Context: an optimization exercise on an open-source flow, tuned for small area, a short achievable clock period and few clock cycles per item. The choices shown serve that exercise and are no tape-out recipe. RTL that was checked went through simulation tests only; none was proved equivalent to the original. Function not checked in run 1: the RTL went through the layout flow alone. Power figures rest on the tool's default switching activity, not on a simulated workload.

<file path="flow/design.v">
`timescale 1ns/1ps
`default_nettype none
package cpu_pkg;
    localparam int data_width = 32;
    localparam int w_oper     = 3;
    localparam int w_func     = 5;
    localparam int md_cycles  = 32;    
    localparam logic [w_oper-1:0] oper_alus = 3'd0;
    localparam logic [w_oper-1:0] oper_aluu = 3'd1;
    localparam logic [w_oper-1:0] oper_mfhi = 3'd2;
    localparam logic [w_oper-1:0] oper_mflo = 3'd3;
    localparam logic [w_oper-1:0] oper_mthi = 3'd4;
    localparam logic [w_oper-1:0] oper_mtlo = 3'd5;
    localparam logic [w_oper-1:0] oper_mfc0 = 3'd6;
    localparam logic [w_func-1:0] func_none = 5'd0;
    localparam logic [w_func-1:0] func_and  = 5'd1;
    localparam logic [w_func-1:0] func_or   = 5'd2;
    localparam logic [w_func-1:0] func_xor  = 5'd3;
    localparam logic [w_func-1:0] func_nor  = 5'd4;
    localparam logic [w_func-1:0] func_lui  = 5'd5;
    localparam logic [w_func-1:0] func_sll  = 5'd6;
    localparam logic [w_func-1:0] func_srl  = 5'd7;
    localparam logic [w_func-1:0] func_sra  = 5'd8;
    localparam logic [w_func-1:0] func_add  = 5'd9;
    localparam logic [w_func-1:0] func_sub  = 5'd10;
    localparam logic [w_func-1:0] func_slt  = 5'd11;
    localparam logic [w_func-1:0] func_mul  = 5'd12;
    localparam logic [w_func-1:0] func_div  = 5'd13;
    localparam logic [4:0] cp0_badvaddr = 5'd8;
    localparam logic [4:0] cp0_count    = 5'd9;
    localparam logic [4:0] cp0_compare  = 5'd11;
    localparam logic [4:0] cp0_status   = 5'd12;
    localparam logic [4:0] cp0_cause    = 5'd13;
    localparam logic [4:0] cp0_epc      = 5'd14;
endpackage
module alu_arith (
    input  logic [31:0] a,
    input  logic [31:0] b,
    input  logic        is_signed,
    input  logic        sel_add,
    input  logic        sel_sub,
    input  logic        sel_slt,
    input  logic        sel_other,
    input  logic [31:0] other,
    output logic [31:0] result,
    output logic        ov
);
    logic [32:0] ga, pa, gga, ppa;
    logic [33:0] gs, ps, ggs, pps;
    logic [31:0] sum_add;
    logic [32:0] sum_sub;
    logic [32:0] xs;
    logic [32:0] ys;
    assign xs = {is_signed & a[31], a};
    assign ys = ~{is_signed & b[31], b};
    always_comb begin
        ga[0] = 1'b0;
        pa[0] = 1'b0;
        for (int i = 0; i < 32; i++) begin
            ga[i+1] = a[i] & b[i];
            pa[i+1] = a[i] ^ b[i];
        end
        gga = ga;
        ppa = pa;
        for (int d = 1; d <= 32; d = d * 2) begin
            for (int i = 32; i >= 1; i--) begin
                if (((i / d) % 2) == 1) begin
                    gga[i] = gga[i] | (ppa[i] & gga[(i / d) * d - 1]);
                    ppa[i] = ppa[i] & ppa[(i / d) * d - 1];
                end
            end
        end
        for (int i = 0; i < 32; i++) begin
            sum_add[i] = pa[i+1] ^ gga[i];
        end
    end
    always_comb begin
        gs[0] = 1'b1;
        ps[0] = 1'b0;
        for (int i = 0; i < 33; i++) begin
            gs[i+1] = xs[i] & ys[i];
            ps[i+1] = xs[i] ^ ys[i];
        end
        ggs = gs;
        pps = ps;
        for (int d = 1; d <= 33; d = d * 2) begin
            for (int i = 33; i >= 1; i--) begin
                if (((i / d) % 2) == 1) begin
                    ggs[i] = ggs[i] | (pps[i] & ggs[(i / d) * d - 1]);
                    pps[i] = pps[i] & pps[(i / d) * d - 1];
                end
            end
        end
        for (int i = 0; i < 33; i++) begin
            sum_sub[i] = ps[i+1] ^ ggs[i];
        end
    end
    assign result = ({32{sel_add}} & sum_add) |
                    ({32{sel_sub}} & sum_sub[31:0]) |
                    {31'b0, sel_slt & sum_sub[32]} |
                    ({32{sel_other}} & other);
    assign ov = is_signed & ((sel_add & (a[31] == b[31]) & (sum_add[31] != a[31])) |
                             (sel_sub & (a[31] != b[31]) & (sum_sub[31] != a[31])));
endmodule
`timescale 1ns/1ps
`default_nettype none
`default_nettype wire
`timescale 1ns/1ps
`default_nettype none
`default_nettype wire
`timescale 1ns/1ps
`default_nettype none
`default_nettype wire
`timescale 1ns/1ps
`default_nettype none
`default_nettype wire
`timescale 1ns/1ps
`default_nettype none
import cpu_pkg::*;
module exec_stage (
    input  logic                  clk,
    input  logic                  reset,
    input  logic [w_oper-1:0]     oper,
    input  logic [w_func-1:0]     func,
    input  logic [data_width-1:0] source_a,
    input  logic [data_width-1:0] source_b,
    input  logic [4:0]            cp0_addr,
    input  logic                  cp0_write,
    output logic [data_width-1:0] result,
    output logic                  ov,
    output logic                  busy,
    output logic                  timer_irq
);
    logic [data_width-1:0] cp0_rt_data;
    logic [data_width-1:0] hi;
    logic [data_width-1:0] lo;
    logic                  is_signed;
    logic                  left;
    logic [data_width-1:0] sh_in;
    logic [data_width-1:0] sh_out;
    logic [data_width-1:0] shifted;
    logic                  fill;
    logic [data_width-1:0] other;
    logic                  sel_add;
    logic                  sel_sub;
    logic                  sel_slt;
    assign is_signed = (oper == oper_alus);
    assign sel_add   = (func == func_add);
    assign sel_sub   = (func == func_sub);
    assign sel_slt   = (func == func_slt);
    alu_arith u_arith (
        .a         (source_a),
        .b         (source_b),
        .is_signed (is_signed),
        .sel_add   (sel_add),
        .sel_sub   (sel_sub),
        .sel_slt   (sel_slt),
        .sel_other (~(sel_add | sel_sub | sel_slt)),
        .other     (other),
        .result    (result),
        .ov        (ov)
    );
    assign left = (func == func_sll);
    assign fill = (func == func_sra) & source_a[data_width-1];
    always_comb begin
        for (int i = 0; i < data_width; i++) begin
            sh_in[i] = left ? source_a[data_width-1-i] : source_a[i];
        end
    end
    assign sh_out = $signed({fill, sh_in}) >>> source_b[4:0];
    always_comb begin
        for (int i = 0; i < data_width; i++) begin
            shifted[i] = left ? sh_out[data_width-1-i] : sh_out[i];
        end
    end
    always_comb begin
        case (func)
            func_and: begin
                case (oper)
                    oper_mfhi: other = hi;
                    oper_mflo: other = lo;
                    oper_mfc0: other = cp0_rt_data;
                    default:   other = source_a & source_b;
                endcase
            end
            func_or:  other = source_a | source_b;
            func_xor: other = source_a ^ source_b;
            func_nor: other = ~(source_a | source_b);
            func_lui: other = {source_b[15:0], 16'h0000};
            func_sll, func_srl, func_sra: other = shifted;
            default:  other = '0;    
        endcase
    end
    localparam logic [2:0] st_idle   = 3'd0;
    localparam logic [2:0] st_pre    = 3'd1;
    localparam logic [2:0] st_run    = 3'd2;
    localparam logic [2:0] st_posthi = 3'd3;
    localparam logic [2:0] st_postlo = 3'd4;
    logic [2:0]            state;
    logic [5:0]            pos;       
    logic                  is_div;
    logic                  sgn;
    logic                  neg_a;
    logic                  neg_b;
    logic                  op_sub;
    logic [data_width-1:0] b;
    logic                  start;
    logic                  is_md;
    logic                  s_sgn;
    logic                  negate;
    logic                  e;
    logic [35:0]           bx;
    logic [35:0]           x;
    logic [35:0]           y0;
    logic [35:0]           y1;
    logic [35:0]           cs_s;
    logic [35:0]           cs_c;
    logic                  c0;
    logic [35:0]           s;
    logic                  q;
    logic [35:0]           cmp;
    logic                  skip;
    logic [5:0]            pos_next;
    logic [data_width-1:0] step_hi;
    logic [data_width-1:0] step_lo;
    logic [data_width-1:0] skip_hi;
    logic [data_width-1:0] skip_lo;
    assign busy  = (state != st_idle);
    assign is_md = (func == func_mul) || (func == func_div);
    assign start = is_md && !busy;
    assign s_sgn = (oper != oper_aluu);
    assign negate = (state == st_pre) || (state == st_posthi) || (state == st_postlo);
    assign e      = sgn & hi[data_width-1];
    assign bx     = {{4{sgn & b[data_width-1]}}, b};
    always_comb begin
        if (state == st_pre || state == st_postlo) begin
            x = ~{4'h0, lo};
        end else if (state == st_posthi) begin
            x = ~{4'h0, hi};
        end else if (is_div) begin
            x = {3'b000, hi, lo[data_width-1]};
        end else begin
            x = {{4{e}}, hi};
        end
    end
    assign y0 = negate ? '0 : ((bx & {36{is_div | lo[0]}}) ^ {36{op_sub}});
    assign y1 = (negate | is_div) ? '0 : (({bx[34:0], 1'b0} & {36{lo[1]}}) ^ {36{op_sub}});
    assign c0 = negate | op_sub;
    assign cs_s = x ^ y0 ^ y1;
    assign cs_c = {(x[34:0] & y0[34:0]) | (x[34:0] & y1[34:0]) | (y0[34:0] & y1[34:0]),
                   op_sub & ~negate & ~is_div};
    always_comb begin
        logic [36:0] g;
        logic [36:0] p;
        g[0] = c0;
        p[0] = 1'b0;
        for (int i = 0; i < 36; i++) begin
            g[i+1] = cs_s[i] & cs_c[i];
            p[i+1] = cs_s[i] ^ cs_c[i];
        end
        for (int d = 1; d <= 36; d = d * 2) begin
            for (int i = 36; i >= 1; i--) begin
                if (((i / d) % 2) == 1) begin
                    g[i] = g[i] | (p[i] & g[(i / d) * d - 1]);
                    p[i] = p[i] & p[(i / d) * d - 1];
                end
            end
        end
        for (int i = 0; i < 36; i++) begin
            s[i] = cs_s[i] ^ cs_c[i] ^ g[i];
        end
    end
    assign q = ~s[35];
    always_comb begin
        if (is_div) begin
            step_hi = q ? s[data_width-1:0] : x[data_width-1:0];
            step_lo = {lo[data_width-2:0], q};
        end else begin
            step_hi = s[data_width+1:2];
            step_lo = {s[1:0], lo[data_width-1:2]};
        end
    end
    assign cmp = {4'h0, hi[23:0], lo[data_width-1:24]} + (bx ^ {36{op_sub}}) + {35'd0, op_sub};
    always_comb begin
        if (is_div) begin
            skip    = (hi[data_width-1:24] == '0) && cmp[35];
            skip_hi = {hi[23:0], lo[data_width-1:24]};
            skip_lo = {lo[23:0], 8'h00};
        end else begin
            skip    = (lo[7:0] == '0);
            skip_hi = {{8{e}}, hi[data_width-1:8]};
            skip_lo = {hi[7:0], lo[data_width-1:8]};
        end
        skip = skip && (pos[5:3] != 3'd0);
    end
    assign pos_next = pos - (skip ? 6'd8 : is_div ? 6'd1 : 6'd2);
    always_ff @(posedge clk) begin
        if (reset) begin
            state <= st_idle;
        end else begin
            case (state)
                st_idle:   if (start) state <= (s_sgn & source_a[data_width-1]) ? st_pre : st_run;
                st_pre:    state <= st_run;
                st_run:    if (pos_next == 6'd0) state <= (is_div & neg_a) ? st_posthi :
                                                         (is_div & (neg_a ^ neg_b)) ? st_postlo : st_idle;
                st_posthi: state <= (neg_a ^ neg_b) ? st_postlo : st_idle;
                default:   state <= st_idle;
            endcase
        end
    end
    always_ff @(posedge clk) begin
        if (start) begin
            is_div <= (func == func_div);
            sgn    <= s_sgn;
            neg_a  <= s_sgn & source_a[data_width-1];
            neg_b  <= s_sgn & source_b[data_width-1];
            op_sub <= (func == func_div) ? ~(s_sgn & source_b[data_width-1]) :
                                           (s_sgn & source_a[data_width-1]);
            b      <= source_b;
            pos    <= 6'd32;
        end else if (state == st_run) begin
            pos <= pos_next;
        end
    end
    always_ff @(posedge clk) begin
        if (reset) begin
            hi <= '0;
            lo <= '0;
        end else begin
            case (state)
                st_idle: begin
                    if (start) begin
                        hi <= '0;
                        lo <= source_a;
                    end else begin
                        if (oper == oper_mthi) hi <= source_a;
                        if (oper == oper_mtlo) lo <= source_a;
                    end
                end
                st_pre, st_postlo: lo <= s[data_width-1:0];
                st_posthi:         hi <= s[data_width-1:0];
                st_run: begin
                    hi <= skip ? skip_hi : step_hi;
                    lo <= skip ? skip_lo : step_lo;
                end
                default: ;
            endcase
        end
    end
    logic [data_width-1:0] count;
    logic [data_width-1:0] compare;
    logic [data_width-1:0] status;
    logic [data_width-1:0] epc;
    logic                  compare_ok;
    logic                  status_ok;
    logic                  epc_ok;
    logic                  irq;
    logic                  half_tick;
    logic                  match;
    logic [data_width-1:0] count_inc;
    assign count_inc = count + 1'b1;
    assign match     = compare_ok && (count == compare) && (compare != '0);
    assign timer_irq = irq;    
    always_ff @(posedge clk) begin
        if (reset) begin
            count     <= '0;
            compare_ok <= 1'b0;
            status_ok  <= 1'b0;
            epc_ok     <= 1'b0;
            irq       <= 1'b0;
            half_tick <= 1'b0;
        end else begin
            half_tick <= ~half_tick;
            if (cp0_write && cp0_addr == cp0_count) begin
                count <= source_b;
            end else if (half_tick) begin
                count <= count_inc;    
            end
            if (cp0_write && cp0_addr == cp0_status) begin
                status_ok <= 1'b1;
            end
            if (cp0_write && cp0_addr == cp0_epc) begin
                epc_ok <= 1'b1;
            end
            if (cp0_write && cp0_addr == cp0_compare) begin
                compare_ok <= 1'b1;
                irq        <= 1'b0;    
            end else if (match) begin
                irq <= 1'b1;
            end
        end
    end
    always_ff @(posedge clk) begin
        if (cp0_write && cp0_addr == cp0_status) begin
            status <= source_b;
        end
        if (cp0_write && cp0_addr == cp0_epc) begin
            epc <= source_b;
        end
        if (cp0_write && cp0_addr == cp0_compare) begin
            compare <= source_b;
        end
    end
    always_comb begin
        case (cp0_addr)
            cp0_count:    cp0_rt_data = count;
            cp0_compare:  cp0_rt_data = compare_ok ? compare : '0;
            cp0_status:   cp0_rt_data = status_ok ? status : '0;
            cp0_cause:    cp0_rt_data = {16'h0000, irq, 15'h0000};
            cp0_epc:      cp0_rt_data = epc_ok ? epc : '0;
            default:      cp0_rt_data = '0;    
        endcase
    end
endmodule
`default_nettype wire
</file>
<file path="flow/config.mk">
export PLATFORM = sky130hd
export DESIGN_NAME = exec_stage
export DESIGN_NICKNAME = exec_stage
export VERILOG_FILES = /design/flow/design.v
export SDC_FILE = /design/flow/constraint.sdc
export NUM_CORES = 4
export LEC_CHECK = 0
export ABC_AREA = 1
export CAP_MARGIN = 20
export CORE_MARGIN = 2
export CORE_UTILIZATION = 40
export SETUP_SLACK_MARGIN = 1.5
export SLEW_MARGIN = 20
export SYNTH_HIERARCHICAL = 1
export SYNTH_MINIMUM_KEEP_SIZE = 0
</file>
<file path="flow/constraint.sdc">
create_clock -name core_clock -period 7.0 [get_ports {clk}]
set_input_delay 1.4000 -clock core_clock [delete_from_list [all_inputs] [get_ports {clk}]]
set_output_delay 1.4000 -clock core_clock [all_outputs]
set_load 0.01 [all_outputs]
</file>
<file path="flow/flow/run.sh">
#!/bin/bash
# The standard layout, with buf_4 port buffers (instead of a delay cell) and
# resizing not limited to the cell's own footprint. make's full output is in make.log.
set -euo pipefail
bash standard.sh "BUFFER_PORTS_ARGS=-buffer_cell sky130_fd_sc_hd__buf_4" MATCH_CELL_FOOTPRINT=0 finish > make.log 2>&1
</file>
<file path="flow/standard.sh">
#!/bin/bash
# synth_recipe.tcl (not shown) runs the flow's synth.tcl, then flattens the netlist and writes it again
# the make line also repeats each setting of config.mk as NAME=value (left out here)
make -C /OpenROAD-flow-scripts/flow DESIGN_CONFIG=/design/flow/config.mk WORK_HOME=/design/flow/orfs CLKGATE_MAP_FILE= SYNTH_SCRIPT=/design/flow/synth_recipe.tcl "${@:-finish}"
</file>
==> results of run 1 <==
cells in the mapped netlist, types with 50 or more instances:
cell type / n / area (µm²)
edfxtp_1: 133 / 3990
nor2_1: 361 / 1360
o211ai_1: 62 / 465
a211oi_1: 52 / 390
nand4_1: 58 / 363
ha_1: 196 / 2450
nand3_1: 566 / 2830
dfxtp_1: 110 / 2200
fa_1: 50 / 1000
inv_1: 555 / 2080
o21ai_0: 395 / 1980
clkbuf_1: 179 / 672
nand2_1: 1115 / 4190
a21oi_1: 247 / 1240
xor2_1: 65 / 569
cell type report:
cell class,instances,area [µm²]
fill,7662,39200
multi-input combinational,3505,19700
sequential,243,6200
inverter,594,2250
timing repair buffer,208,1820
tap,950,1190
clock buffer,36,835
clock inverter,16,229
timing repair inverter,1,7.51
metal layers:
metal | global-route usage | share of wire
met5 | 0 | 0.00019
met4 | 0.205 | 0.075
met3 | 0.0525 | 0.11
met2 | 0.532 | 0.42
met1 | 0.465 | 0.39
worst max-delay path: stages:
cell      delay [ns]
buf_4           0.12
nand2_1         0.06
nor2_1          0.05
nand2_1         0.15
inv_1           0.21
buf_4           0.25
nand3_1         0.08
nand3_1         0.07
o21ai_0         0.60
nand3_1         0.20
a211oi_2        0.46
nand3_1         0.16
nand2_1         0.12
nand3_1         0.08
buf_4           0.15
state kept, by name (all words and copies together), names as in the netlist, 3 cells and up:
name     count
epc         32
lo          32
status      32
compare     32
state        3
hi          32
b           32
count       32
pos          6
per-module statistics from Yosys, one instance, submodules excluded:
module	flip-flops and latches	cell area [µm²]	cells inside	times used
exec_stage	243	24900	3874	1
alu_arith	0	3910	711	1
what timing repair did:
| action | 4_1_cts | 5_1_grt |
|---|---|---|
| hold buffers | 0 | 0 |
| pin swaps | 3 | 10 |
| resized for setup | 40 | 66 |
| endpoints found under the hold margin | 0 | 0 |
| buffers inserted | 0 | 16 |
| endpoints found under the setup margin | 25 | 70 |
| gates cloned | 0 | 5 |
worst paths after layout:
kind | to | slack [ns] | cells past startpoint
max | result[13] | 1.45 | 15
min | irq | 0.47 | 2
max reg2reg | hi[16] | 1.72 | 17
min reg2reg | irq | 0.47 | 2
power groups by stage:
stage	registers (mW)	logic, mW	clock network (mW)
after floorplan	1.75	2.56	0
after global placement	1.91	3.71	0
after detailed placement	1.91	3.72	0
after CTS	1.88	3.75	1.70
after global routing	1.89	4.28	1.75
final	1.90	3.91	1.70
cells by family (layout without fill, tap and decap cells):
group                    count (synthesis)  after routing
XOR/XNOR                                83             83
buffers and inverters                  839            855
adder cells (fa/ha/maj)                246            246
AND/OR/NAND/NOR                       2236           2238
AO/OA/AOI/OAI                          934            934
multiplexers                             4              4
flip-flops                             243            243
==> results.toml, run 1 <==
[run_status]
outcome = "no timing/DRC/antenna violations"

[layout]
final_cell_count_no_fill = 5553
utilization = 0.451
layout_commonest_cell = "nand2_1"
fin_area_um2 = 32200
syn_to_final_growth_pct = 11.9
final_cell_mix = "1110 x nand2_1, 561 x nand3_1, 549 x inv_1, 386 x o21ai_0, 349 x nor2_1"
diodes = 0
finalNetCount = 4907
drive_gt1_frac = 0.0991

[clock_tree]
cts.sinks = 243
clk_pin_slew_ns = 0.06
cts-root-buf = "clkbuf_16"
cts_buffers = 28
htreeDepth = 1
clk_path_buf_depth = 3
cts_tree = "done"
clk_latency_ns = 0.61

[synthesis]
ys_types = 58
synth_fa_ha_area_frac = 0.120
synthSimpleGateAreaFrac = 0.338
syn_nets = 4911
synth_compound_area_frac = 0.186
synth_ff_type = "edfxtp_1"
synth_seq_cells = 243
async_reset_ff_frac = 0
syn_inst = 4585
synth-edff-count = 133
yosys-mux-area-fraction = 0.00139
yosysSeqAreaShare = 0.215
synth_top_family_by_area = "simple AND/OR/NAND/NOR gates"
postSynthAreaPerCell_um2 = 6.28
yosysWarnings = 8
synth-xor-area-share = 0.0253
syn-cell-area_um2 = 28800

[pwr]
power.switching_mw = 3.71
seqPwrFrac = 0.253
ir_drop_mv = 0.186
comb_power_share = 0.520
clkPwrFrac = 0.227
fin_total_pwr_mw = 7.52
p_int_mw = 3.81
power.share.switching = 0.493
powerDensity_nw_per_um2 = 234
power.leakage_nw = 14.9

[sta]
setup_tns_ns = 0
period_share = 0.793
fmax_mhz = 180
relSlewSlack = 0.287
grt_setup_unrepaired = "yes"
drv_slew = 0
setup_ws_ns = 1.45
finalSetupViolations = 0
fin_skew_ns = 0.0302
post-route-min-period_ns = 5.55
tightest_slew_ns = 1.07
holdWs_ns = 0.467
hold_viol = 0

[place]
placement.io_buffers = 114
placed_cell_area_um2 = 30500
dp_slack_ns = 1.27
place_hpwl_um = 101000
place_congestion = 1.06
dpl.cell_count = 5479

[routing]
routed_wl_um = 136000
ant_nets = 0
routed_via_density = 6.02
vias = 33400
drcViolationCount = 0
drt_iter0_markers = 5607
routedWlPerCell_um = 24.5
firstDrtPassIters = 8

[global_routing]
grt_pass1_vias = 29400
grt_pass1_wl_um = 194000
grt_antenna_before_repair = 4
grt_usage = 0.348
grt_max_degree = 231
overflow = 0

[setup_path]
end_kind = "output pin"
rr_startpoint = "is_div"
arrival_ns = 4.15
critPathRequiredTime_ns = 5.60
crit_type = "in -> out"
cp_max_fo = 10
worstSetupStartpoint = "cp0_addr[2]"
critPathLaunchType = "primary input"

[floorplanning]
io_pins = 115
fp.coreArea_um2 = 71400
rows = 98
die_x_um = 272
die_area_um2 = 74100
die_h_um = 272
start_util = 0.403

[job]
maxCapViolations = 0

[min_path]
worstHoldStart = "irq"
min_path_type = "reg -> reg"
==> inputs of run 2 (changes only) <==
--- a/flow/design.v
+++ b/flow/design.v
@@ -39,2 +39,3 @@
     input  logic        is_signed,
+    input  logic        sub,
     input  logic        sel_add,
@@ -47,40 +48,16 @@
 );
-    logic [32:0] ga, pa, gga, ppa;
-    logic [33:0] gs, ps, ggs, pps;
-    logic [31:0] sum_add;
-    logic [32:0] sum_sub;
+    logic [33:0] g;
+    logic [33:0] p;
     logic [32:0] xs;
     logic [32:0] ys;
+    logic [32:0] sum;
     assign xs = {is_signed & a[31], a};
-    assign ys = ~{is_signed & b[31], b};
+    assign ys = {is_signed & b[31], b} ^ {33{sub}};
     always_comb begin
-        ga[0] = 1'b0;
-        pa[0] = 1'b0;
-        for (int i = 0; i < 32; i++) begin
-            ga[i+1] = a[i] & b[i];
-            pa[i+1] = a[i] ^ b[i];
-        end
-        gga = ga;
-        ppa = pa;
-        for (int d = 1; d <= 32; d = d * 2) begin
-            for (int i = 32; i >= 1; i--) begin
-                if (((i / d) % 2) == 1) begin
-                    gga[i] = gga[i] | (ppa[i] & gga[(i / d) * d - 1]);
-                    ppa[i] = ppa[i] & ppa[(i / d) * d - 1];
-                end
-            end
-        end
-        for (int i = 0; i < 32; i++) begin
-            sum_add[i] = pa[i+1] ^ gga[i];
-        end
-    end
-    always_comb begin
-        gs[0] = 1'b1;
-        ps[0] = 1'b0;
+        g[0] = sub;
+        p[0] = 1'b0;
         for (int i = 0; i < 33; i++) begin
-            gs[i+1] = xs[i] & ys[i];
-            ps[i+1] = xs[i] ^ ys[i];
+            g[i+1] = xs[i] & ys[i];
+            p[i+1] = xs[i] ^ ys[i];
         end
-        ggs = gs;
-        pps = ps;
         for (int d = 1; d <= 33; d = d * 2) begin
@@ -88,4 +65,4 @@
                 if (((i / d) % 2) == 1) begin
-                    ggs[i] = ggs[i] | (pps[i] & ggs[(i / d) * d - 1]);
-                    pps[i] = pps[i] & pps[(i / d) * d - 1];
+                    g[i] = g[i] | (p[i] & g[(i / d) * d - 1]);
+                    p[i] = p[i] & p[(i / d) * d - 1];
                 end
@@ -94,11 +71,9 @@
         for (int i = 0; i < 33; i++) begin
-            sum_sub[i] = ps[i+1] ^ ggs[i];
+            sum[i] = xs[i] ^ ys[i] ^ g[i];
         end
     end
-    assign result = ({32{sel_add}} & sum_add) |
-                    ({32{sel_sub}} & sum_sub[31:0]) |
-                    {31'b0, sel_slt & sum_sub[32]} |
+    assign result = ({32{sel_add | sel_sub}} & sum[31:0]) |
+                    {31'b0, sel_slt & sum[32]} |
                     ({32{sel_other}} & other);
-    assign ov = is_signed & ((sel_add & (a[31] == b[31]) & (sum_add[31] != a[31])) |
-                             (sel_sub & (a[31] != b[31]) & (sum_sub[31] != a[31])));
+    assign ov = is_signed & (sel_add | sel_sub) & (a[31] == ys[31]) & (sum[31] != a[31]);
 endmodule
@@ -154,2 +129,3 @@
         .is_signed (is_signed),
+        .sub       (func[1]),    
         .sel_add   (sel_add),
--- a/flow/config.mk
+++ b/flow/config.mk
@@ -11,3 +11,3 @@
 export CORE_UTILIZATION = 40
-export SETUP_SLACK_MARGIN = 1.5
+export SETUP_SLACK_MARGIN = 1.3
 export SLEW_MARGIN = 20
==> results.toml, run 2 <==
[clock_tree]
cts.sinks = 243
cts_tree = "done"
cts_hold_buffers = 0
cts-root-buf = "clkbuf_16"
clk_pin_slew_ns = 0.06
htreeDepth = 1
clk_latency_ns = 0.60
cts_buffers = 29
clk_path_buf_depth = 3

[sta]
relSlewSlack = 0.302
fmax_mhz = 177
fin_skew_ns = 0.0246
period_share = 0.808
setup_tns_ns = 0
finalSetupViolations = 0
grt_setup_unrepaired = "yes"
post-route-min-period_ns = 5.65
hold_viol = 0
drv_slew = 0
tightest_slew_ns = 1.04

[setup_path]
rr_startpoint = "is_div"
critPathRequiredTime_ns = 5.60
path_cells = "buf_4 -> nor3b_2 -> nand2_2 -> buf_4 -> o211ai_1 -> o21ai_0 -> a21oi_1 -> a31oi_1 -> nand3_1 -> nand2_1 -> o21ai_0 -> buf_4"
crit_type = "in -> out"
cp_common_cell = "buf_4"
worstRegToRegCells = 14
crit_path_top_delay_cell = "o21ai_0"
reg2reg_slack_ns = 1.52
critPathMaxStageDelay_ns = 0.62
critPathLaunchType = "primary input"
reg2reg_to = "hi[15]"
arrival_ns = 4.25
end_kind = "output pin"
cp_max_fo = 19

[synthesis]
yosysWarnings = 8
syn_inst = 4160
synth_top_area_cell = "edfxtp_1"
syn-cell-area_um2 = 26900
synth_seq_cells = 243
ys_types = 63
synth-edff-count = 133
synth_top_cells_by_count = "1030 x nand2_1, 457 x inv_1, 389 x nand3_1, 389 x nor2_1, 302 x o21ai_0"
async_reset_ff_frac = 0
synth_top_area_frac = 0.148
postSynthAreaPerCell_um2 = 6.47
yosysMostFrequentCell = "nand2_1"
yosysSeqAreaShare = 0.230
syn_nets = 4451
synth_ff_type = "edfxtp_1"
synth_area_leaders = "edfxtp_1 15%, nand2_1 14%, dfxtp_1 8.2%, ha_1 7.7%, nand3_1 7.2%"

[global_routing]
grt_pass1_vias = 27000
grt_usage = 0.344
grt_pass1_wl_um = 180000
overflow = 0
grt_antenna_before_repair = 3
grt_max_degree = 130

[routing]
firstDrtPassIters = 7
drcViolationCount = 0
routed_wl_um = 124000
drt_iter0_markers = 4027
vias = 30200
ant_nets = 0
routedWlPerCell_um = 24.5
routed_via_density = 5.99

[pwr]
power.leakage_nw = 13.6
powerDensity_nw_per_um2 = 199
ir_drop_mv = 0.167
fin_total_pwr_mw = 5.95

[min_path]
hold_path_depth = 2
min_path_type = "reg -> reg"
whs_endpoint = "irq"
worstHoldStart = "irq"

[floorplanning]
rows = 95
die_x_um = 263
die_h_um = 263
die_area_um2 = 69400
fp.coreArea_um2 = 66900
start_util = 0.402
io_pins = 115

[layout]
syn_to_final_growth_pct = 10.8
layout_commonest_cell = "nand2_1"
finalNetCount = 4444
drive_gt1_frac = 0.0908
final_cell_mix = "1023 x nand2_1, 453 x inv_1, 389 x nand3_1, 376 x nor2_1, 299 x o21ai_0"

[run_status]
outcome = "no timing/DRC/antenna violations"

[place]
place_hpwl_um = 92500
placement.io_buffers = 114
place_congestion = 1.02

[job]
maxCapViolations = 0
## run 2: changes by cell type in the layout (fill, tap and decap cells not counted), moves of 27 or more
cell and delta:
xor2_1 +47, nand2_1 -87, a21oi_1 -36, nor2_1 +27, nand3_1 -172, inv_1 -96
o21ai_0 -87
## run 2: cell families (layout without fill, tap and decap cells)
family / after synthesis / count (layout) / share of synthesized area
AO/OA/AOI/OAI: 860 / 860 / 0.193
other: 0 / 1 / 0
multiplexers: 3 / 3 / 0.00112
AND/OR/NAND/NOR: 1996 / 1996 / 0.316
buffers and inverters: 717 / 732 / 0.106
adder cells (fa/ha/maj): 211 / 211 / 0.111
flip-flops: 243 / 243 / 0.230
XOR/XNOR: 130 / 130 / 0.0423
## run 2: critical path, delay by kind of cell
kind | cells | cell delay [ns]
simple gates | 4 | 0.77
buf+inv | 3 | 0.59
compound gates | 5 | 1.49
## run 2: area by class of cell
type / instances / area, µm²
fill: 7089 / 37100
multi-input combinational: 3200 / 18100
sequential: 243 / 6200
inverter: 480 / 1810
timing repair buffer: 198 / 1660
tap: 873 / 1090
clock buffer: 38 / 811
clock inverter: 15 / 145
timing repair inverter: 1 / 5.00
antenna: 1 / 2.50
## run 2: worst max-delay path by stage
stage / slack [ns] / startpoint / depth (start not counted) / end
final: 1.35 / cp0_addr[3] / 12 / result[23]
after global routing: 1.23 / func[1] / 18 / ov
after CTS: 1.31 / func[1] / 16 / ov
after detailed placement: 0.86 / func[1] / 18 / result[0]
after global placement: 0.83 / func[1] / 16 / ov
after floorplan: 1.58 / func[1] / 17 / ov
## run 2: timing repair
action | CTS | global route
endpoints found under the setup margin | 9 | 51
pin swaps | 0 | 8
cloned | 0 | 2
resized for setup | 12 | 39
buffers inserted | 0 | 9
## run 2: metal layers
layer	wire length (µm)	global-route usage	part of all wire
met5	29	0	0.00023
met4	8140	0.181	0.066
met3	13700	0.0658	0.11
met2	51200	0.508	0.41
met1	50800	0.474	0.41
## run 2: modules after synthesis (local to each module, per instance)
module	cells inside	times used	cell area, µm²
alu_arith	407	1	2320
exec_stage	3753	1	24600
## run 2: stage by stage
step	worst slack (ns)	hold slack (ns)	std cells	instance area (µm²)	util
after CTS	1.31	0.509	5037	29500	0.441
after detailed placement	0.862	0.494	4984	28500	0.427
after global placement	0.831	0.490	4981	28500	0.425
after floorplan	1.58	0.477	4160	26900	-
final	1.35	0.506	5049	29800	0.446
after global routing	1.23	0.535	5048	29800	0.446
## run 2: power breakdown
part           internal, mW  total [mW]  switching, mW  leakage [nW]
registers              1.59        1.77          0.179          2.10
logic                 0.817        2.62           1.80          11.1
clock network         0.891        1.56          0.669         0.476
total                  3.30        5.95           2.65          13.6
Testbench counts of run 2, summed over its fixed seeds: cycles 21,169, instructions 12,000.
==> inputs of run 3 (changes only) <==
--- a/flow/config.mk
+++ b/flow/config.mk
@@ -11,3 +11,3 @@
 export CORE_UTILIZATION = 40
-export SETUP_SLACK_MARGIN = 1.3
+export SETUP_SLACK_MARGIN = 1.6
 export SLEW_MARGIN = 20
==> results.toml, run 3 <==
[routing]
routed_wl_um = 125000
vias = 30700
ant_nets = 0
drcViolationCount = 0
firstDrtPassIters = 9
routedWlPerCell_um = 24.5
drt_iter0_markers = 4392
routed_via_density = 6.03

[sta]
fin_skew_ns = 0.0296
setup_tns_ns = 0
post-route-min-period_ns = 5.55
hold_viol = 0
period_share = 0.793
tightest_slew_ns = 1.11
drv_slew = 0
relSlewSlack = 0.256
finalSetupViolations = 0
fmax_mhz = 180
grt_setup_unrepaired = "yes"

[synthesis]
synth_top_cells_by_count = "1030 x nand2_1, 457 x inv_1, 389 x nand3_1, 389 x nor2_1, 302 x o21ai_0"
synth-edff-count = 133
yosysSeqAreaShare = 0.230
syn_inst = 4160
synth_ff_type = "edfxtp_1"
synth_top_area_cell = "edfxtp_1"
yosysMostFrequentCell = "nand2_1"
ys_types = 63
synth_top_area_frac = 0.148
syn_nets = 4451
postSynthAreaPerCell_um2 = 6.47
synth_seq_cells = 243
syn-cell-area_um2 = 26900
synth_area_leaders = "edfxtp_1 15%, nand2_1 14%, dfxtp_1 8.2%, ha_1 7.7%, nand3_1 7.2%"
async_reset_ff_frac = 0
yosysWarnings = 8

[layout]
nFillCells = 7014
drive_gt1_frac = 0.115
utilization = 0.460
finalNetCount = 4491
layout_commonest_cell = "nand2_1"
syn_to_final_growth_pct = 14.3
final_cell_mix = "1007 x nand2_1, 442 x inv_1, 386 x nand3_1, 372 x nor2_1, 283 x o21ai_0"

[place]
placement.io_buffers = 114
place_congestion = 1.01
place_hpwl_um = 90200

[global_routing]
grt_antenna_before_repair = 2
grt_pass1_wl_um = 181000
grt_max_degree = 144
overflow = 0
grt_usage = 0.344
grt_pass1_vias = 27300

[clock_tree]
cts_buffers = 30
cts_tree = "done"
cts.sinks = 243
clk_pin_slew_ns = 0.06
cts-root-buf = "clkbuf_16"
cts_hold_buffers = 0
clk_latency_ns = 0.61
clk_path_buf_depth = 3
htreeDepth = 1

[setup_path]
critPathRequiredTime_ns = 5.60
cp_max_fo = 25
arrival_ns = 4.15
worstRegToRegCells = 17
critPathMaxStageDelay_ns = 0.54
crit_type = "in -> out"
rr_startpoint = "is_div"
reg2reg_to = "hi[15]"
critPathLaunchType = "primary input"
path_cells = "buf_4 -> nor3b_2 -> nand2_2 -> buf_4 -> o22ai_1 -> o31ai_1 -> a21oi_1 -> a31oi_1 -> nand3_1 -> nand2_1 -> nand2_1 -> buf_4"
reg2reg_slack_ns = 1.84
cp_common_cell = "buf_4"
end_kind = "output pin"
crit_path_top_delay_cell = "o31ai_1"

[floorplanning]
io_pins = 115
start_util = 0.402
die_area_um2 = 69400
rows = 95
die_x_um = 263
die_h_um = 263
fp.coreArea_um2 = 66900

[min_path]
whs_endpoint = "irq"
worstHoldStart = "irq"
hold_path_depth = 2
min_path_type = "reg -> reg"

[pwr]
ir_drop_mv = 0.177
power.leakage_nw = 14.0
powerDensity_nw_per_um2 = 199

[job]
maxCapViolations = 0

[run_status]
outcome = "no timing/DRC/antenna violations"
run 3: worst max-delay path by stage:
stage | start | end | cells after the start
after floorplan | func[1] | result[0] | 19
after global placement | func[1] | result[0] | 19
after detailed placement | func[1] | ov | 18
after CTS | source_b[15] | ov | 18
after global routing | func[1] | ov | 15
final | cp0_addr[3] | result[29] | 12
run 3: cells by family (layout without fill, tap and decap cells):
family / after synthesis / in the layout / share of synthesized area
AOI/OAI and AO/OA: 860 / 860 / 0.193
xor gates and xnor gates: 130 / 130 / 0.0423
adders and majority gates: 211 / 211 / 0.111
buffers and inverters: 717 / 780 / 0.106
DFF: 243 / 243 / 0.230
muxes: 3 / 3 / 0.00112
other: 0 / 3 / 0
and+or+nand+nor: 1996 / 1997 / 0.316
run 3: per-layer routing:
metal,wire length (µm),track usage,vias to the layer above,share of wire
met4,8620,0.205,2,0.069
met5,13,0,-,0.00010
met1,49500,0.468,14200,0.40
met3,15300,0.0765,397,0.12
li1,-,-,14100,-
met2,51700,0.498,2027,0.41
run 3: modules after synthesis (local to each module, per instance):
module | times used | area (µm²) | flops+latches | cells
alu_arith | 1 | 2320 | 0 | 407
exec_stage | 1 | 24600 | 243 | 3753
run 3: cell type report:
| type | instances | area, µm² | area share |
|---|---|---|---|
| multi-input combinational | 3201 | 18400 | 0.599 |
| sequential | 243 | 6200 | 0.201 |
| timing repair buffer | 241 | 2160 | 0.0702 |
| inverter | 480 | 1840 | 0.0597 |
| tap | 873 | 1090 | 0.0355 |
| clock buffer | 43 | 820 | 0.0266 |
| clock inverter | 13 | 196 | 0.00639 |
| timing repair inverter | 3 | 17.5 | 0.000569 |
| antenna | 3 | 7.51 | 0.000244 |
run 3: timing repair:
| item | 4_1_cts | 5_1_grt |
|---|---|---|
| pin swaps | 8 | 37 |
| hold endpoints to repair | 0 | 0 |
| gates resized for setup | 57 | 121 |
| endpoints found under the setup margin | 70 | 72 |
| buffers inserted | 16 | 50 |
| gates cloned | 3 | 8 |
run 3: worst max-delay path, delay by kind of cell:
family	cells	cell delay (ns)
compound gates	4	1.41
simple gates	5	0.71
buf+inv	3	0.61
run 3: per-stage QoR:
step	cells	setup slack [ns]	cell area, µm²	power, mW	hold slack [ns]
6_report	5100	1.45	30800	6.14	0.504
5_1_grt	5097	1.46	30800	6.43	0.543
4_1_cts	5036	1.50	29800	5.90	0.502
3_5_place_dp	4961	0.907	28300	4.24	0.490
3_3_place_gp	4961	1.00	28300	4.23	0.488
2_1_floorplan	4160	1.67	26900	3.39	0.477
run 3: power by group:
| part | total (mW) | switching [mW] | internal [mW] |
|---|---|---|---|
| Clock | 1.64 | 0.677 | 0.964 |
| Sequential | 1.77 | 0.178 | 1.59 |
| Combinational | 2.72 | 1.85 | 0.877 |
| Total | 6.14 | 2.70 | 3.43 |
==> inputs of run 4 (changes only) <==
--- a/flow/config.mk
+++ b/flow/config.mk
@@ -10,4 +10,4 @@
 export CORE_MARGIN = 2
-export CORE_UTILIZATION = 40
-export SETUP_SLACK_MARGIN = 1.6
+export CORE_UTILIZATION = 50
+export SETUP_SLACK_MARGIN = 1.4
 export SLEW_MARGIN = 20
==> results.toml, run 4 <==
[sta]
post-route-min-period_ns = 5.64
drv_slew = 0
fmax_mhz = 177
finalSetupViolations = 0
tightest_slew_ns = 1.13
relSlewSlack = 0.246
hold_viol = 0
fin_skew_ns = 0.0123
period_share = 0.806
setup_tns_ns = 0
grt_setup_unrepaired = "yes"
holdWs_ns = 0.496

[setup_path]
arrival_ns = 4.24
cp_common_cell = "nand2_2"
critPathRequiredTime_ns = 5.60
rr_startpoint = "is_div"
crit_path_top_delay_cell = "fa_1"
critPathLaunchType = "primary input"
worstSetupStartpoint = "source_b[18]"
cp_max_fo = 8
critPathMaxStageDelay_ns = 0.53
path_cells = "buf_4 -> xor2_1 -> ha_1 -> a21oi_1 -> nand2_2 -> nand2_2 -> nand3_4 -> a21oi_4 -> nand2_1 -> nand2_2 -> nand2_4 -> fa_1 -> xnor2_1 -> nor4_1 -> buf_4"
end_kind = "output pin"
crit_type = "in -> out"

[routing]
routedWlPerCell_um = 25.6
ant_nets = 0
vias = 30700
routed_wl_um = 125000
drt_iter0_markers = 4709
drt-met1-wl_um = 50700
met3WireLength_um = 15900
routed_via_density = 6.26
firstDrtPassIters = 9
route.met2.wl_um = 51100
top_layer_used = "met4"
drcViolationCount = 0

[pwr]
p_int_mw = 3.45
power.leakage_nw = 13.8
seqPwrFrac = 0.287
clkPwrFrac = 0.279
ir_drop_mv = 0.312
comb_power_share = 0.434
power.switching_mw = 2.70
powerDensity_nw_per_um2 = 205
power.share.switching = 0.439

[layout]
drive_gt1_frac = 0.0993
final_cell_mix = "1024 x nand2_1, 449 x inv_1, 389 x nand3_1, 372 x nor2_1, 292 x o21ai_0"
seqCellArea_um2 = 6200
nFillCells = 5492
finalNetCount = 4468
syn_to_final_growth_pct = 11.3
layout_commonest_cell = "nand2_1"
final_cell_count_no_fill = 4899
multi_input_area_um2 = 18100

[global_routing]
grt_antenna_before_repair = 0
grt_max_degree = 107
grt_pass1_wl_um = 180000
grt_usage = 0.433
overflow = 0
grt_pass1_vias = 26900

[synthesis]
yosysSeqAreaShare = 0.230
postSynthAreaPerCell_um2 = 6.47
synth_top_cells_by_count = "1030 x nand2_1, 457 x inv_1, 389 x nand3_1, 389 x nor2_1, 302 x o21ai_0"
synth_fa_ha_area_frac = 0.111
synth_seq_cells = 243
syn_nets = 4451
synth_compound_area_frac = 0.193
syn-cell-area_um2 = 26900
synth_top_area_frac = 0.148
synth-edff-count = 133
ys_types = 63
async_reset_ff_frac = 0
yosys-mux-area-fraction = 0.00112
synth_area_leaders = "edfxtp_1 15%, nand2_1 14%, dfxtp_1 8.2%, ha_1 7.7%, nand3_1 7.2%"
syn_inst = 4160
synth_top_area_cell = "edfxtp_1"
synth-xor-area-share = 0.0423
synthSimpleGateAreaFrac = 0.316
synth_top_family_by_area = "simple AND/OR/NAND/NOR gates"
yosysWarnings = 8
yosysMostFrequentCell = "nand2_1"
synth_ff_type = "edfxtp_1"

[floorplanning]
fp.coreArea_um2 = 53500
rows = 85
start_util = 0.503
die_area_um2 = 55700
die_h_um = 236
io_pins = 115
die_x_um = 236

[clock_tree]
cts_tree = "done"
cts.sinks = 243
clk_latency_ns = 0.60
clk_pin_slew_ns = 0.07
htreeDepth = 1
cts-root-buf = "clkbuf_16"
cts_buffers = 29
clk_path_buf_depth = 3

[job]
maxCapViolations = 0

[place]
placement.io_buffers = 114
place_congestion = 1.03
dpl.cell_count = 4810
place_hpwl_um = 91600

[min_path]
worstHoldStart = "irq"
min_path_type = "reg -> reg"

[run_status]
outcome = "no timing/DRC/antenna violations"
## run 4: changes by cell type in the layout (fill, tap and decap cells not counted), sizes merged
cell      change
buf          -17
bufinv        +3
clkbuf       -18
clkinv        +3
clkinvlp      +1
inv           +4
## run 4: what timing repair did
action	in CTS	in global routing
endpoints found under the hold margin	0	0
setup endpoints to repair	29	53
pin swaps	2	25
resized for setup	17	56
buffers inserted	7	18
cloned	0	6
hold buffers	0	0
## run 4: cell families after synthesis
| kind of cell | count (synthesis) |
|---|---|
| AOI/OAI and AO/OA | 860 |
| xor gates and xnor gates | 130 |
| adders and majority gates | 211 |
| buffers and inverters | 717 |
| DFF | 243 |
| muxes | 3 |
| and+or+nand+nor | 1996 |
## run 4: path summary, 6_finish.rpt
path	endpoint	slack (ns)	cells past startpoint
hold / removal	irq	0.50	2
setup / recovery	ov	1.36	15
setup reg to reg	hi[31]	1.56	20
hold reg to reg	irq	0.50	2
## run 4: power groups by stage
stage	Clock (mW)	Combinational, mW	Sequential, mW
global placement	0	2.50	1.78
CTS	1.71	2.53	1.75
finish	1.72	2.67	1.76
global route	1.76	2.90	1.76
floorplan	0	1.70	1.69
detailed placement	0	2.50	1.78
## run 4: per-module statistics from Yosys, one instance, submodules excluded
module | flip-flops and latches | cells inside | area, µm² | copies in the design
alu_arith | 0 | 407 | 2320 | 1
exec_stage | 243 | 3753 | 24600 | 1
## run 4: critical path: cells and delay by family
| family | cells | cell delay [ns] |
|---|---|---|
| simple gates | 7 | 0.92 |
| fa+ha+maj | 2 | 0.81 |
| buf+inv | 2 | 0.41 |
| compound gates | 2 | 0.36 |
| xor+xnor | 2 | 0.33 |
## run 4: metrics by stage
step	total power [mW]	util	cell area (µm²)	setup WS, ns
after floorplan	3.39	-	26900	1.58
after global placement	4.28	0.528	28300	0.996
after detailed placement	4.28	0.529	28300	0.916
after CTS	5.98	0.551	29500	1.37
after global routing	6.42	0.560	29900	1.23
final	6.15	0.560	29900	1.36
## run 4: layout make-up
type	count	share of cell area
diodes	3	0.000251
clock buffers	29	0.0242
clock inverters	25	0.0113
inverters	480	0.0609
multi-input cells	3201	0.605
flip-flops and latches	243	0.207
well taps	696	0.0291
repair buffers	220	0.0621
repair inverters	2	0.000501
## run 4: routing by layer
metal | GRT usage | vias up
li1 | - | 14000
met1 | 0.609 | 14300
met2 | 0.624 | 1991
met3 | 0.0903 | 371
met4 | 0.219 | 0
met5 | 0 | -
==> inputs of run 5 (changes only) <==
--- a/flow/config.mk
+++ b/flow/config.mk
@@ -10,4 +10,4 @@
 export CORE_MARGIN = 2
-export CORE_UTILIZATION = 50
-export SETUP_SLACK_MARGIN = 1.4
+export CORE_UTILIZATION = 45
+export SETUP_SLACK_MARGIN = 1.45
 export SLEW_MARGIN = 20
==> results.toml, run 5 <==
[routing]
drcViolationCount = 0
routed_wl_um = 122000
drt_iter0_markers = 4233
routed_via_density = 6.10
ant_nets = 0
firstDrtPassIters = 7
vias = 30200
routedWlPerCell_um = 24.7

[global_routing]
grt_max_degree = 97
grt_pass1_wl_um = 178000
grt_usage = 0.378
grt_antenna_before_repair = 5
grt_pass1_vias = 27100
overflow = 0

[pwr]
powerDensity_nw_per_um2 = 200
power.leakage_nw = 13.6
ir_drop_mv = 0.237

[sta]
post-route-min-period_ns = 5.67
holdWs_ns = 0.519
tightest_slew_ns = 1.06
grt_setup_unrepaired = "yes"
relSlewSlack = 0.292
period_share = 0.810
finalSetupViolations = 0
fin_skew_ns = 0.0228
fmax_mhz = 176
setup_tns_ns = 0
drv_slew = 0
hold_viol = 0

[min_path]
hold_path_depth = 2
worstHoldStart = "count[13]"
whs_endpoint = "count[13]"
min_path_type = "reg -> reg"

[synthesis]
yosysMostFrequentCell = "nand2_1"
ys_types = 63
synth-edff-count = 133
async_reset_ff_frac = 0
yosysSeqAreaShare = 0.230
synth_top_area_cell = "edfxtp_1"
synth_ff_type = "edfxtp_1"
synth_seq_cells = 243
postSynthAreaPerCell_um2 = 6.47
synth_top_area_frac = 0.148
syn_inst = 4160
synth_area_leaders = "edfxtp_1 15%, nand2_1 14%, dfxtp_1 8.2%, ha_1 7.7%, nand3_1 7.2%"
syn-cell-area_um2 = 26900
yosysWarnings = 8
synth_top_cells_by_count = "1030 x nand2_1, 457 x inv_1, 389 x nand3_1, 389 x nor2_1, 302 x o21ai_0"
syn_nets = 4451

[floorplanning]
start_util = 0.456
io_pins = 115
die_x_um = 249
fp.coreArea_um2 = 59000
die_area_um2 = 61800
rows = 89
die_h_um = 249

[layout]
drive_gt1_frac = 0.0911
final_cell_mix = "1023 x nand2_1, 453 x inv_1, 389 x nand3_1, 376 x nor2_1, 293 x o21ai_0"
utilization = 0.503
finalNetCount = 4442
nFillCells = 6162
fin_area_um2 = 29700
layout_commonest_cell = "nand2_1"
syn_to_final_growth_pct = 10.4

[clock_tree]
cts_tree = "done"
htreeDepth = 1
cts-root-buf = "clkbuf_16"
clk_path_buf_depth = 3
cts_buffers = 28
cts_hold_buffers = 0
cts.sinks = 243
clk_pin_slew_ns = 0.06
clk_latency_ns = 0.59

[place]
placed_cell_area_um2 = 28300
place_congestion = 1.02
placement.io_buffers = 114
place_hpwl_um = 89700

[setup_path]
critPathRequiredTime_ns = 5.60
critPathLaunchType = "primary input"
cp_max_fo = 19
reg2reg_slack_ns = 1.75
reg2reg_to = "hi[31]"
arrival_ns = 4.27
rr_startpoint = "state[2]"
worstSetupStartpoint = "oper[2]"
end_kind = "output pin"
crit_type = "in -> out"
worstRegToRegCells = 21

[job]
maxCapViolations = 0

[run_status]
outcome = "no timing/DRC/antenna violations"
[run 5: modules after synthesis, one instance, submodules excluded]
module      copies in the design  flip-flops and latches  area [µm²]  cells
exec_stage                     1                     243       24600   3753
alu_arith                      1                       0        2320    407
[run 5: repair_timing]
item | in CTS | in global routing
setup buffers | 4 | 11
gates cloned | 2 | 2
pin swaps | 8 | 5
setup endpoints to repair | 33 | 41
resized for setup | 32 | 34
[run 5: worst max-delay path: stages]
cell and delay, ns:
buf_4 0.14, nand2_1 0.08, nand2_1 0.54, a221oi_1 0.93
a21oi_1 0.17, a31oi_1 0.40, nand3_1 0.13, nand2_1 0.09
o21ai_0 0.17, buf_4 0.20
[run 5: per-layer routing]
metal,vias to the layer above,GRT usage,part of all wire
li1,14000,-,-
met1,13900,0.516,0.40
met2,1913,0.549,0.41
met3,410,0.0871,0.12
met4,6,0.208,0.066
met5,-,0,0.00034
[run 5: kinds of logic (layout without fill, tap and decap cells)]
kind of cell               Yosys count  in the layout  share of synthesized area
and+or+nand+nor                   1996           1996                      0.316
AOI/OAI and AO/OA                  860            860                      0.193
buffers and inverters              717            730                      0.106
DFF                                243            243                      0.230
adders and majority gates          211            211                      0.111
xor gates and xnor gates           130            130                     0.0423
muxes                                3              3                    0.00112
other                                0              7                          0
[run 5: power breakdown]
part,internal (mW),leakage (nW),switching [mW]
combinational,0.815,11.1,1.79
sequential,1.59,2.10,0.174
clock,0.912,0.472,0.651
[run 5: worst max path at each step]
stage / endpoint / slack [ns] / cells after the start
CTS: ov / 1.46 / 17
finish: result[23] / 1.33 / 10
detailed placement: ov / 1.06 / 18
global route: ov / 1.33 / 17
global placement: result[0] / 1.11 / 19
floorplan: ov / 1.58 / 17
[run 5: through the flow]
| step | total power, mW | instances | setup slack [ns] |
|---|---|---|---|
| final | 5.93 | 4953 | 1.33 |
| after global routing | 6.23 | 4947 | 1.33 |
| after CTS | 5.81 | 4931 | 1.46 |
| after detailed placement | 4.25 | 4873 | 1.06 |
| after global placement | 4.24 | 4872 | 1.11 |
| after floorplan | 3.39 | 4160 | 1.58 |
[run 5: area by class of cell]
type,instances,area [µm²],share of cell area
well taps,773,967,0.0326
diodes,7,17.5,0.000590
multi-input cells,3200,18100,0.610
inverters,480,1810,0.0610
flip-flops and latches,243,6200,0.209
clock inverters,12,159,0.00535
clock buffers,40,806,0.0271
repair buffers,195,1620,0.0545
repair inverters,3,20.0,0.000674
==> inputs of run 6 (changes only) <==
--- a/flow/config.mk
+++ b/flow/config.mk
@@ -11,3 +11,3 @@
 export CORE_UTILIZATION = 45
-export SETUP_SLACK_MARGIN = 1.45
+export SETUP_SLACK_MARGIN = 1.6
 export SLEW_MARGIN = 20
==> results.toml, run 6 <==
[sta]
finalSetupViolations = 0
post-route-min-period_ns = 5.43
relSlewSlack = 0.272
grt_setup_unrepaired = "yes"
fmax_mhz = 184
setup_tns_ns = 0
hold_viol = 0
fin_skew_ns = 0.0127
period_share = 0.775
setup_ws_ns = 1.57
tightest_slew_ns = 1.09
drv_slew = 0

[synthesis]
synth_top_cells_by_count = "1030 x nand2_1, 457 x inv_1, 389 x nand3_1, 389 x nor2_1, 302 x o21ai_0"
yosysWarnings = 8
syn_inst = 4160
synth_top_area_frac = 0.148
syn-cell-area_um2 = 26900
synth_top_area_cell = "edfxtp_1"
syn_nets = 4451
yosysSeqAreaShare = 0.230
synth_seq_cells = 243
async_reset_ff_frac = 0
postSynthAreaPerCell_um2 = 6.47
synth-edff-count = 133
yosysMostFrequentCell = "nand2_1"
synth_area_leaders = "edfxtp_1 15%, nand2_1 14%, dfxtp_1 8.2%, ha_1 7.7%, nand3_1 7.2%"
ys_types = 63
synth_ff_type = "edfxtp_1"

[routing]
top_layer_used = "met4"
route.met2.wl_um = 50700
drcViolationCount = 0
firstDrtPassIters = 8
vias = 30300
ant_nets = 0
drt_iter0_markers = 4560
routed_via_density = 6.09
met3WireLength_um = 14600
routed_wl_um = 123000
routedWlPerCell_um = 24.8
drt-met1-wl_um = 50100

[place]
place_hpwl_um = 90400
place_congestion = 1.04
placed_cell_area_um2 = 28300
dp_slack_ns = 1.03
placement.io_buffers = 114
dpl.cell_count = 4878

[clock_tree]
cts_tree = "done"
cts_buffers = 28
cts.sinks = 243
clk_pin_slew_ns = 0.07
htreeDepth = 1
clk_path_buf_depth = 3
clk_latency_ns = 0.59
cts_hold_buffers = 0
cts-root-buf = "clkbuf_16"

[job]
maxCapViolations = 0

[layout]
final_cell_count_no_fill = 4976
final_cell_mix = "1017 x nand2_1, 451 x inv_1, 388 x nand3_1, 374 x nor2_1, 281 x o21ai_0"
layout_commonest_cell = "nand2_1"
fin_area_um2 = 30100
finalNetCount = 4468
drive_gt1_frac = 0.104
syn_to_final_growth_pct = 12.0
nFillCells = 6194

[run_status]
outcome = "no timing/DRC/antenna violations"

[setup_path]
arrival_ns = 4.03
cp_max_fo = 19
critPathRequiredTime_ns = 5.60
crit_type = "in -> out"
critPathLaunchType = "primary input"
end_kind = "output pin"

[global_routing]
overflow = 0
grt_usage = 0.385
grt_max_degree = 84
grt_pass1_vias = 27600
grt_pass1_wl_um = 181000
grt_antenna_before_repair = 3

[floorplanning]
die_h_um = 249
io_pins = 115
die_area_um2 = 61800
rows = 89
die_x_um = 249
fp.coreArea_um2 = 59000
start_util = 0.456

[pwr]
power.leakage_nw = 13.8
powerDensity_nw_per_um2 = 196
ir_drop_mv = 0.213
fin_total_pwr_mw = 5.90

[min_path]
min_path_type = "reg -> reg"
[run 6: cell count changes in the layout (fill, tap and decap cells not counted), moves of 5 or more]
cell      previous run  this run
buf_4              180       195
o21ai_0            293       281
clkinv_2             3        13
o21ai_1             52        59
nand2_1           1023      1017
nand2_2             29        35
buf_6                5        10
clkbuf_1             6         1
o21ai_2              5        10
[run 6: worst max-delay path, stage by stage]
cell and delay, ns:
buf_16 0.15, buf_4 0.16, xor2_2 0.18, ha_1 0.28, nand2_1 0.06, inv_1 0.04, nand3_2 0.06, nand2_2 0.08
nand2_2 0.08, nand2_4 0.09, nand2_4 0.10, nand2_8 0.06, nand2_2 0.07, nand2_1 0.06, nand2_2 0.09, nand2_4 0.07
fa_2 0.41, xnor2_2 0.15, xor2_1 0.16, nand2_1 0.07, nand3_1 0.08, buf_6 0.14
[run 6: worst paths after layout]
kind | from | slack, ns | cells after the start | endpoint
min | count[13] | 0.52 | 2 | count[13]
max | func[1] | 1.57 | 22 | result[0]
min reg2reg | count[13] | 0.52 | 2 | count[13]
max reg2reg | is_div | 1.72 | 20 | hi[31]
[run 6: logic make-up (layout without fill, tap and decap cells)]
family          count (synthesis)  count (layout)  share of synthesized area
simple gates                 1996            1996                      0.316
compound gates                860             860                      0.193
buf+inv                       717             756                      0.106
flops                         243             243                      0.230
fa+ha+maj                     211             211                      0.111
xor+xnor                      130             130                     0.0423
mux                             3               3                    0.00112
other cells                     0               4                          0
[run 6: modules after synthesis, one instance, submodules excluded]
module / flip-flops and latches / times used
alu_arith: 0 / 1
exec_stage: 243 / 1
[run 6: final cells by class]
type | count | area, µm² | share of cell area
multi-input cells | 3200 | 18300 | 0.606
flip-flops and latches | 243 | 6200 | 0.206
repair buffers | 222 | 1950 | 0.0647
inverters | 480 | 1820 | 0.0604
well taps | 773 | 967 | 0.0321
clock buffers | 35 | 787 | 0.0261
clock inverters | 17 | 135 | 0.00448
repair inverters | 2 | 15.0 | 0.000498
diodes | 4 | 10.0 | 0.000332
[run 6: through the flow]
| step | util | hold slack [ns] |
|---|---|---|
| 6_report | 0.511 | 0.524 |
| 5_1_grt | 0.510 | 0.548 |
| 4_1_cts | 0.502 | 0.518 |
| 3_5_place_dp | 0.480 | 0.510 |
| 3_3_place_gp | 0.480 | 0.502 |
| 2_1_floorplan | - | 0.477 |
[run 6: routing by layer]
metal	vias up	track usage
met4	0	0.214
li1	14000	-
met5	-	0
met2	1951	0.560
met3	377	0.0798
met1	14000	0.529
[run 6: timing repair]
action	in CTS	in global routing
buffers inserted	21	14
endpoints found under the setup margin	41	41
pin swaps	8	18
gates cloned	2	4
resized for setup	49	78
[run 6: power breakdown]
group / switching (mW) / total [mW] / leakage, nW / internal [mW]
logic: 1.80 / 2.65 / 11.3 / 0.844
registers: 0.167 / 1.76 / 2.10 / 1.59
clock network: 0.658 / 1.49 / 0.465 / 0.834

-- static timing again, ports no longer ideal --
No port has a modelled driver above. Below, the same layouts with a new extraction and two added sets of constraints.
Step 1 sets driving cells, clkbuf_16 on the clock port and buf_2 on the other inputs (assumed; they add their load-dependent delay and slew).
Step 2 moves the port delays by t, midway between the first and last clock arrival at a register: inputs arrive t later, outputs are due t later. That takes back most of the time a late clock gives input paths.
Slacks: ideal ports / drivers / drivers and shift; pairs: ideal ports / drivers.
run	t (ns)	slack for setup (ns)	clock arrival spread, ns
run 1	0.659	1.448 / 1.426 / 1.426	0.037 / 0.037
run 2	0.651	1.346 / 1.295 / 1.295	0.025 / 0.025
run 3	0.655	1.446 / 1.314 / 1.314	0.029 / 0.029
run 4	0.655	1.361 / 1.217 / 1.217	0.013 / 0.013
run 5	0.651	1.329 / 1.301 / 1.301	0.027 / 0.027
run 6	0.653	1.574 / 1.396 / 1.396	0.014 / 0.015
After both steps setup and hold are still met in every run listed. The setup slack of run 6, which loses most, moves by -0.178 ns with the drivers and by -0.178 ns with both steps.
